Background: an optimization exercise with open tools, aiming at small area and a short achievable clock period. Do not read the settings as production practice. RTL that was checked went through simulation tests only; none was proved equivalent to the original. No activity file was given, so power comes from the tool's default toggle rates.

## v38
Design cpu_top, start of the top module:
module cpu_top (
	input  logic                               clk,
	input  logic                               rst,
	input  logic                               inst_valid,
	input  logic [cpu_pkg::word_width-1:0]     inst,
	output logic                               wb_valid,
	output logic [cpu_pkg::reg_addr_width-1:0] wb_reg,
	output logic [cpu_pkg::word_width-1:0]     wb_data,
	output logic                               out_valid,
	output logic [cpu_pkg::word_width-1:0]     out_data,
	output logic                               halted
);
clock: 5.5 ns
lec_check: 0
cap_margin: 20
core_margin: 2
core_utilization: 65
cts_buf_list: sky130_fd_sc_hd__clkbuf_4 sky130_fd_sc_hd__clkbuf_8
place_density: 0.75
setup_slack_margin: 2.2
slew_margin: 20
standard.sh (not shown) runs the stock make flow with config.mk's settings and CLKGATE_MAP_FILE= SYNTH_SCRIPT=/design/flow/synth_recipe.tcl, a recipe that flattens the netlist after the stock synthesis.
==> flow/flow/run.sh <==
#!/bin/bash
bash standard.sh ADDER_MAP_FILE= "BUFFER_PORTS_ARGS=-buffer_cell sky130_fd_sc_hd__buf_4" finish > standard.log 2>&1
Input-level comparison between v39 and v38:
- PLACE_DENSITY now 0.85, was 0.75
- CORE_UTILIZATION now 75, was 65
Results
On via count, the higher figure sits with v39, not v38.
The lower design area came out of v39.
When v39 is set beside v38, its data arrival time of the critical path turns out to be 0.35 ns larger.
v39 -> v38: sequential cell count delta 0, exact match
Of v39 and v38, the lower number of buffers added for setup after CTS belongs to v38.
Of the two values seen for worst setup path endpoint, u_execute_stage.wb_data_q[7]$_DFF_P_ was produced by v39 and u_execute_stage.dmem[13][7]$_DFFE_PP_ by v38.
Relative to v39, the following input files were edited for v50:
- CORE_UTILIZATION: 75 -> 40
- CTS_BUF_LIST: sky130_fd_sc_hd__clkbuf_4 sky130_fd_sc_hd__clkbuf_8 -> sky130_fd_sc_hd__clkbuf_8
- CTS_CLUSTER_SIZE: unset -> 16
- PLACE_DENSITY: 0.85 -> unset
- CTS_CLUSTER_DIAMETER: unset -> 40
==> results.txt <==
[v50] wire length of the first global-routing pass rose 6.5 mm relative to v39. Post-layout worst setup margin on v50 is ahead of v39. Relative to v39, met3 routing resource usage after global routing has decreased by 5.7 points in v50. The die outline area in v50 is 1.8 times that in v39. Comparing v50 and v39, the higher minimum clock period after layout is on v39.
Setup changes, v50 to v19
- changing CORE_UTILIZATION from 40 to 65
- changing SETUP_SLACK_MARGIN from 2.2 to 2.5
- setting PLACE_DENSITY to 0.75 for the first time
==> flow/flow/run.sh <==
#!/bin/bash
export CUSTOM_ABC_SCRIPT=$PWD/flow/abc.script
bash standard.sh ADDER_MAP_FILE= "BUFFER_PORTS_ARGS=-buffer_cell sky130_fd_sc_hd__buf_4" SYNTH_SCRIPT=$PWD/flow/synth_custom.tcl finish > standard.log 2>&1
==> flow/flow/abc.script (new file) <==
&get -n
&st
&dch
&nf -R 20
&put
buffer -c
topo
stime -c
upsize -c
dnsize -c
==> flow/flow/synth_custom.tcl (new file) <==
# The standard synthesis script (synth_recipe.tcl), with one change:
# the ABC mapping step uses flow/abc.script in place of ORFS's speed script.
# Registers are mapped before ABC runs, so they are the same as the
# standard synthesis's.
proc synth {args} { yosys synth -nofsm -noshare {*}$args }
proc abc {args} {
  set i [lsearch -exact $args -script]
  if {$i >= 0} { lset args [expr {$i + 1}] $::env(CUSTOM_ABC_SCRIPT) }
  yosys abc {*}$args
}
source $::env(SCRIPTS_DIR)/synth.tcl
# left out here: clear keep_hierarchy, flatten, clean up, hide names made inside functions, write 1_2_yosys.v
Results
- What v19 reported for non-filler instance count after layout has to be multiplied by 1.3 to get the figure for v50.
- v19 against v50: worst slack at placement went up by 0.25 ns; clock-pin slew on the worst setup and hold paths barely changed.
Changes in v40 relative to v19:
- CTS_CLUSTER_SIZE now 20, was 16
- CTS_CLUSTER_DIAMETER now 50, was 40
- SETUP_SLACK_MARGIN now 2.2, was 2.5
Notes after the runs:
Status | v40 and v19 | clean. Internal power contribution in v40 is 0.19 mW lower than in v19. v19 has a lower logic depth of the worst register-to-register path than v40. Total wire length delta for v40 relative to v19: 2.4% lower. v40 vs v19 — global-route usage dropped 0.34 points. v40 vs. v19: biggest fanout along the worst timing path dropped 5; maximum operating frequency dropped 19 MHz; combinational logic power dropped about 10%. Against v19 as the reference, v40 delivers a lower data-path buffer share of cell area in the final layout. v40 — iteration count of the initial detailed-routing pass 1 higher, v19 as reference. Cells: v40 has fewer instances than v19. When v40 is measured against v19, its total power of the final layout turns out 3.6% lower.
Input-level comparison between v9 and v40:
- CTS_CLUSTER_DIAMETER removed (was 50)
- CTS_CLUSTER_SIZE removed (was 20)
- CTS_BUF_LIST changed from sky130_fd_sc_hd__clkbuf_8 to sky130_fd_sc_hd__clkbuf_4 sky130_fd_sc_hd__clkbuf_8
-- flow/flow/abc.script --
<<< v40, line 3
&dch
&nf -R 20
&put
>>> v9, line 3
&dch
&nf
&put
[summary]
v9 completed every stage of the flow, and the final layout passed the timing, design-rule and antenna checks. Re detailed placement HPWL: v40 was lower than v9. The layout overhead on the synthesized area reported for v9 is greater than that of v40 by 1.9 points. Compared to v40, v9 has post-synthesis cell area 300 um^2 higher. Diff v9 and v40: number of buffers created by CTS lower in v40. STATUS total routed wirelength: v9 loses against v40. Insertion delay of the later-clocked pin in the worst-skew pair (v9 over v40): increase, 0.04 ns. v40 vs v9, worst setup path endpoint: u_execute_stage.wb_data_q[14]$_DFF_P_ vs u_execute_stage.wb_data_q[9]$_DFF_P_.

* * *

Another version of the RTL of cpu_top (not shown whole).
Size: about 390 flip-flops, roughly 56 I/O pins, ~0.016 mm^2 of cells after synthesis.
==> flow/design.v (excerpt) <==
module cpu_top (
	input  logic                               clk,
	input  logic                               rst,
	input  logic                               inst_valid,
	input  logic [cpu_pkg::word_width-1:0]     inst,
	output logic                               wb_valid,
	output logic [cpu_pkg::reg_addr_width-1:0] wb_reg,
	output logic [cpu_pkg::word_width-1:0]     wb_data,
	output logic                               out_valid,
	output logic [cpu_pkg::word_width-1:0]     out_data,
	output logic                               halted
);
Settings: LEC_CHECK=0, CAP_MARGIN=20, CORE_MARGIN=2, CORE_UTILIZATION=65, CTS_BUF_LIST=sky130_fd_sc_hd__clkbuf_8, CTS_CLUSTER_DIAMETER=50, CTS_CLUSTER_SIZE=20, PLACE_DENSITY=0.75, SETUP_SLACK_MARGIN=2.6, SLEW_MARGIN=20; clock period 5.5 ns.
==> flow/flow/run.sh <==
#!/bin/bash
export CUSTOM_ABC_SCRIPT=$PWD/flow/abc.script
bash standard.sh ADDER_MAP_FILE= "BUFFER_PORTS_ARGS=-buffer_cell sky130_fd_sc_hd__buf_4" "CTS_ARGS=-sink_clustering_enable -repair_clock_nets -buf_list sky130_fd_sc_hd__clkbuf_8 -sink_clustering_size 20 -sink_clustering_max_diameter 50 -dont_use_dummy_load" SYNTH_SCRIPT=$PWD/flow/synth_custom.tcl finish > standard.log 2>&1
==> flow/flow/abc.script <==
&get -n
&st
&dch
&nf -R 30
&put
buffer -c
topo
stime -c
upsize -c
dnsize -c
==> flow/flow/synth_custom.tcl <==
# The standard synthesis script (synth_recipe.tcl), with one change:
# the ABC mapping step uses flow/abc.script in place of ORFS's speed script.
# Registers are mapped before ABC runs, so they are the same as the
# standard synthesis's.
proc synth {args} { yosys synth -nofsm -noshare {*}$args }
proc abc {args} {
  set i [lsearch -exact $args -script]
  if {$i >= 0} { lset args [expr {$i + 1}] $::env(CUSTOM_ABC_SCRIPT) }
  yosys abc {*}$args
}
source $::env(SCRIPTS_DIR)/synth.tcl
# left out here: clear keep_hierarchy, flatten, clean up, hide names made inside functions, write 1_2_yosys.v
The first run ran to the end with no violations.
Next try:
==> flow/flow/run.sh (replaced) <==
#!/bin/bash
export CUSTOM_ABC_SCRIPT=$PWD/flow/abc.script
bash standard.sh ADDER_MAP_FILE= "BUFFER_PORTS_ARGS=-buffer_cell sky130_fd_sc_hd__buf_4" SYNTH_SCRIPT=$PWD/flow/synth_custom.tcl finish > standard.log 2>&1
==> flow/flow/abc.script (replaced) <==
&get -n
&st
&dch
&nf -R 20
&put
buffer -c
topo
stime -c
upsize -c
dnsize -c
=> Routed wire length increases by 1.1%; clock skew decreases by 0.048 ns; cell area increases by about 2.3%.
Next try:
==> flow/flow/run.sh (replaced) <==
#!/bin/bash
export CUSTOM_ABC_SCRIPT=$PWD/flow/abc.script
bash standard.sh ADDER_MAP_FILE= "BUFFER_PORTS_ARGS=-buffer_cell sky130_fd_sc_hd__buf_4" "CTS_ARGS=-sink_clustering_enable -repair_clock_nets -buf_list sky130_fd_sc_hd__clkbuf_8 -sink_clustering_size 20 -sink_clustering_max_diameter 50 -dont_use_dummy_load" SYNTH_SCRIPT=$PWD/flow/synth_custom.tcl finish > standard.log 2>&1
==> flow/flow/abc.script (replaced) <==
&get -n
&st
&dch
&nf -R 40
&put
buffer -c
topo
stime -c
upsize -c
dnsize -c
Clock skew climbs by 0.032 ns.
Non-clock buffer count climbs by 29.
Wire length climbs by 2.9%.
Via count climbs by 0.91%.
Cell count drops by 0.46%.
Design area drops by 0.83%.
Total power drops by 7.8%.
Next try:
==> flow/flow/run.sh (replaced) <==
#!/bin/bash
export CUSTOM_ABC_SCRIPT=$PWD/flow/abc.script
bash standard.sh ADDER_MAP_FILE= "BUFFER_PORTS_ARGS=-buffer_cell sky130_fd_sc_hd__buf_4" SYNTH_SCRIPT=$PWD/flow/synth_custom.tcl finish > standard.log 2>&1
==> flow/flow/abc.script (replaced) <==
&get -n
&st
&dch
&nf -R 20
&put
buffer -c
topo
stime -c
upsize -c
dnsize -c
TNS_END_PERCENT = 20   (was unset)
What happened:
- The new run completed with no timing, DRC or antenna violations
- final cell count is about the same
- utilization rose by 0.48 points
- die area grows slightly

* * *

## job 1205
RTL: one of the versions met above, not the one the previous note started from.
For scale: roughly 1200 cells after synthesis, roughly 380 flip-flops, roughly 56 I/O pins, ~16000 µm² of cells after synthesis.
==> flow/config.mk <==
export PLATFORM = sky130hd
export DESIGN_NAME = cpu_top
export DESIGN_NICKNAME = cpu_top
export VERILOG_FILES = /design/flow/design.v
export SDC_FILE = /design/flow/constraint.sdc
export NUM_CORES = 4
export LEC_CHECK = 0
export CAP_MARGIN = 20
export CORE_MARGIN = 2
export CORE_UTILIZATION = 65
export CTS_BUF_LIST = sky130_fd_sc_hd__clkbuf_4 sky130_fd_sc_hd__clkbuf_8
export PLACE_DENSITY = 0.75
export SETUP_SLACK_MARGIN = 2.2
export SLEW_MARGIN = 20
==> flow/constraint.sdc <==
create_clock -name core_clock -period 5.5 [get_ports {clk}]
set_input_delay 1.1000 -clock core_clock [delete_from_list [all_inputs] [get_ports {clk}]]
set_output_delay 1.1000 -clock core_clock [all_outputs]
set_load 0.01 [all_outputs]
==> flow/flow/run.sh <==
#!/bin/bash
export CUSTOM_ABC_SCRIPT=$PWD/flow/abc.script
bash standard.sh ADDER_MAP_FILE= "BUFFER_PORTS_ARGS=-buffer_cell sky130_fd_sc_hd__buf_4" SYNTH_SCRIPT=$PWD/flow/synth_custom.tcl finish > standard.log 2>&1
==> flow/flow/abc.script <==
&get -n
&st
&dch
&nf -R 20
&put
buffer -c
topo
stime -c
upsize -c
dnsize -c
Scripts as last shown in full above: flow/flow/synth_custom.tcl
[inputs] job 2742 vs job 1205
Settings: removing PLACE_DENSITY (formerly 0.75); changing CORE_UTILIZATION from 65 to 40.
--- a/flow/flow/abc.script
+++ b/flow/flow/abc.script
@@ -4 +4 @@
-&nf -R 20
+&nf
--- outcome ---
In job 2742 relative to job 1205, count of routing violations after the opening detailed-route iteration had gone down by more than 10%.
Comparing portion of the clock cycle consumed by the worst path in the final layout for job 1205 and job 2742, the smaller number came from job 2742.
Relative to job 1205, met2 track demand over resource in global routing has gone down in job 2742.
Final critical-path required period (lower): job 2742
Of job 1205 and job 2742, the run reporting the higher cell area after technology mapping was job 2742.
[compare] base=job 1205 new=job 2742: clock tree buffer count of the final layout now sits higher; number of rows in the core area +about 28%; upper clock frequency limit now sits higher.
Going from job 1205 to job 2742, the via count was found to have gone up by 243.
Of job 2742 and job 1205, it is job 2742 that has the higher worst path setup slack after routing.
Edits applied to the flow inputs when going from job 2742 to job 9126:
Settings: an added CTS_CLUSTER_SIZE of 20; a change of CTS_BUF_LIST from sky130_fd_sc_hd__clkbuf_4 sky130_fd_sc_hd__clkbuf_8 to sky130_fd_sc_hd__clkbuf_8; an added CTS_CLUSTER_DIAMETER of 50.
==> flow/flow/run.sh <==
#!/bin/bash
bash standard.sh ADDER_MAP_FILE= "BUFFER_PORTS_ARGS=-buffer_cell sky130_fd_sc_hd__buf_4" finish > standard.log 2>&1
removed: flow/flow/abc.script
removed: flow/flow/synth_custom.tcl
==> results.txt <==
Wire: job 9126 routes more than job 2742. Diff job 2742 -> job 9126 | worst-case setup margin in the final layout | decrease of 0.083 ns. The higher critical path depth came out of job 2742. The first element of the critical path comes out u_execute_stage.wb_data_q[0]$_DFF_P_ in one run and u_id_ex_reg.ex_imm8[1]$_DFF_P_ in the other, namely in job 9126 and job 2742 respectively. Net count reported at finish (higher): job 9126. Job 9126 ended with more synthesized area than job 2742. The tap cell instance count in job 9126 was higher than what job 2742 gave. Against job 2742 as the reference, job 9126 delivers a lower count of cells along the worst register-to-register path. Diff job 2742 -> job 9126 | first-iteration DRC count | up by more than 10%. The final core area utilization number comes out higher for job 2742 vs job 9126. Taking job 2742 as the reference, in job 9126 final cell count without fillers moved up; register-to-register slack -0.08 ns.
Setup changes, job 9126 to job 2876
Settings: putting PLACE_DENSITY at 0.75 where nothing was set; swapping 40 for 65 in CORE_UTILIZATION.
==> flow/flow/run.sh <==
#!/bin/bash
export CUSTOM_ABC_SCRIPT=$PWD/flow/abc.script
bash standard.sh ADDER_MAP_FILE= "BUFFER_PORTS_ARGS=-buffer_cell sky130_fd_sc_hd__buf_4" SYNTH_SCRIPT=$PWD/flow/synth_custom.tcl finish > standard.log 2>&1
==> flow/flow/abc.script (new file) <==
&get -n
&st
&dch
&nf
&put
buffer -c
topo
stime -c
upsize -c
dnsize -c
==> flow/flow/synth_custom.tcl (new file) <==
# The standard synthesis script (synth_recipe.tcl), with one change:
# the ABC mapping step uses flow/abc.script in place of ORFS's speed script.
# Registers are mapped before ABC runs, so they are the same as the
# standard synthesis's.
proc synth {args} { yosys synth -nofsm -noshare {*}$args }
proc abc {args} {
  set i [lsearch -exact $args -script]
  if {$i >= 0} { lset args [expr {$i + 1}] $::env(CUSTOM_ABC_SCRIPT) }
  yosys abc {*}$args
}
source $::env(SCRIPTS_DIR)/synth.tcl
# left out here: clear keep_hierarchy, flatten, clean up, hide names made inside functions, write 1_2_yosys.v
Notes after the runs:
Going from job 9126 to job 2876, clock share of power went down by 2.0 points, global-route usage went up by 8.0 points, count of non-CTS buffers in the layout went down by 35%, number of stages on the worst setup path went up by 2. Job 2876 against job 9126: final worst slack lost 0.025 ns; total power of the final layout lost 0.66 mW; proportion of cell area spent on the clock network lost 0.42 points; global routing met1 resource utilization picked up an extra 16 points. Summary of job 2876 over job 9126: flop and latch count out of synthesis barely changed, final critical-path required period climbed 0.025 ns, leakage power total dropped 10%.

* * *

cpu_top, a different RTL version from the one above (not shown whole).
Size: roughly 1300 cells after synthesis, about 56 I/O pins.
export LEC_CHECK = 0
export CAP_MARGIN = 20
export CORE_MARGIN = 2
export CORE_UTILIZATION = 65
export PLACE_DENSITY = 0.75
export SETUP_SLACK_MARGIN = 2.6
export SLEW_MARGIN = 20
create_clock -name core_clock -period 5.5 [get_ports {clk}]
==> flow/flow/run.sh <==
#!/bin/bash
export CUSTOM_ABC_SCRIPT=$PWD/flow/abc.script
bash standard.sh ADDER_MAP_FILE= "BUFFER_PORTS_ARGS=-buffer_cell sky130_fd_sc_hd__buf_4" "CTS_ARGS=-sink_clustering_enable -repair_clock_nets -buf_list sky130_fd_sc_hd__clkbuf_8 -sink_clustering_size 20 -sink_clustering_max_diameter 50 -dont_use_dummy_load" SYNTH_SCRIPT=$PWD/flow/synth_custom.tcl finish > standard.log 2>&1
==> flow/flow/abc.script <==
&get -n
&st
&dch
&nf -R 20
&put
buffer -c
topo
stime -c
upsize -c
dnsize -c
==> flow/flow/synth_custom.tcl <==
# The standard synthesis script (synth_recipe.tcl), with one change:
# the ABC mapping step uses flow/abc.script in place of ORFS's speed script.
# Registers are mapped before ABC runs, so they are the same as the
# standard synthesis's.
proc synth {args} { yosys synth -nofsm -noshare {*}$args }
proc abc {args} {
  set i [lsearch -exact $args -script]
  if {$i >= 0} { lset args [expr {$i + 1}] $::env(CUSTOM_ABC_SCRIPT) }
  yosys abc {*}$args
}
source $::env(SCRIPTS_DIR)/synth.tcl
# left out here: clear keep_hierarchy, flatten, clean up, hide names made inside functions, write 1_2_yosys.v
The first run passed the timing, design-rule and antenna checks.
Rerun with:
--- a/flow/config.mk
+++ b/flow/config.mk
@@ -12 +12 @@
-export SETUP_SLACK_MARGIN = 2.6
+export SETUP_SLACK_MARGIN = 2.75
What happened: The new run completed with no timing, DRC or antenna violations; synthesized area is unchanged; clock power is about the same; global-route usage climbs by 0.30 points; setup slack got worse by 0.023 ns; wire length climbs by 3.7%; sequential share of layout area drops by 1.0 points.
No functional check of the RTL was part of any run of this note.

port drivers added, routing unchanged:
Ports are ideal in the flow. The routed layouts listed here were re-timed in OpenROAD. Step 1 (the two cells are an assumption about what drives the block):
set clk [get_ports {clk}]
set_driving_cell -lib_cell sky130_fd_sc_hd__clkbuf_16 $clk
set_driving_cell -lib_cell sky130_fd_sc_hd__buf_2 [delete_from_list [all_inputs] $clk]
Step 2 adds t to the input delays and takes it off the output delays; t is the mean of the earliest and latest rising clock arrival at the registers after step 1. Input paths then give back, and output paths get back, about the clock's delay inside the block. Three values: ideal ports, drivers, drivers and shift; two values: the first two.
run | shift t [ns] | slack for setup (ns) | worst slew at a driven data input, ns
v38 | 0.659 | 2.255 / 2.255 / 2.126 | 0.04
v39 | 0.661 | 2.190 / 2.190 / 2.170 | 0.03
v50 | 0.688 | 2.203 / 2.203 / 2.192 | 0.04
v19 | 0.603 | 2.424 / 2.424 / 2.181 | 0.03
v40 | 0.595 | 2.228 / 2.228 / 2.215 | 0.03
v9 | 0.648 | 2.243 / 2.243 / 2.169 | 0.04
the first run of note 2 | 0.579 | 2.381 / 2.381 / 2.152 | 0.04
the second run of note 2 | 0.605 | 2.345 / 2.345 / 1.910 | 0.04
the third run of note 2 | 0.583 | 2.083 / 2.083 / 1.883 | 0.04
the fourth run of note 2 | 0.599 | 2.255 / 2.255 / 1.876 | 0.04
job 1205 | 0.644 | 2.260 / 2.260 / 2.174 | 0.03
job 2742 | 0.704 | 2.275 / 2.275 / 2.152 | 0.05
job 9126 | 0.666 | 2.192 / 2.192 / 2.192 | 0.04
job 2876 | 0.684 | 2.167 / 2.167 / 2.167 | 0.04
the first run of note 4 | 0.567 | 2.381 / 2.381 / 1.999 | 0.04
the second run of note 4 | 0.579 | 2.358 / 2.358 / 1.925 | 0.06
After both steps every run listed still meets setup and hold. The setup slack of the second run of note 2, which loses most, moves by 0.000 ns with the drivers and by -0.435 ns with both steps.
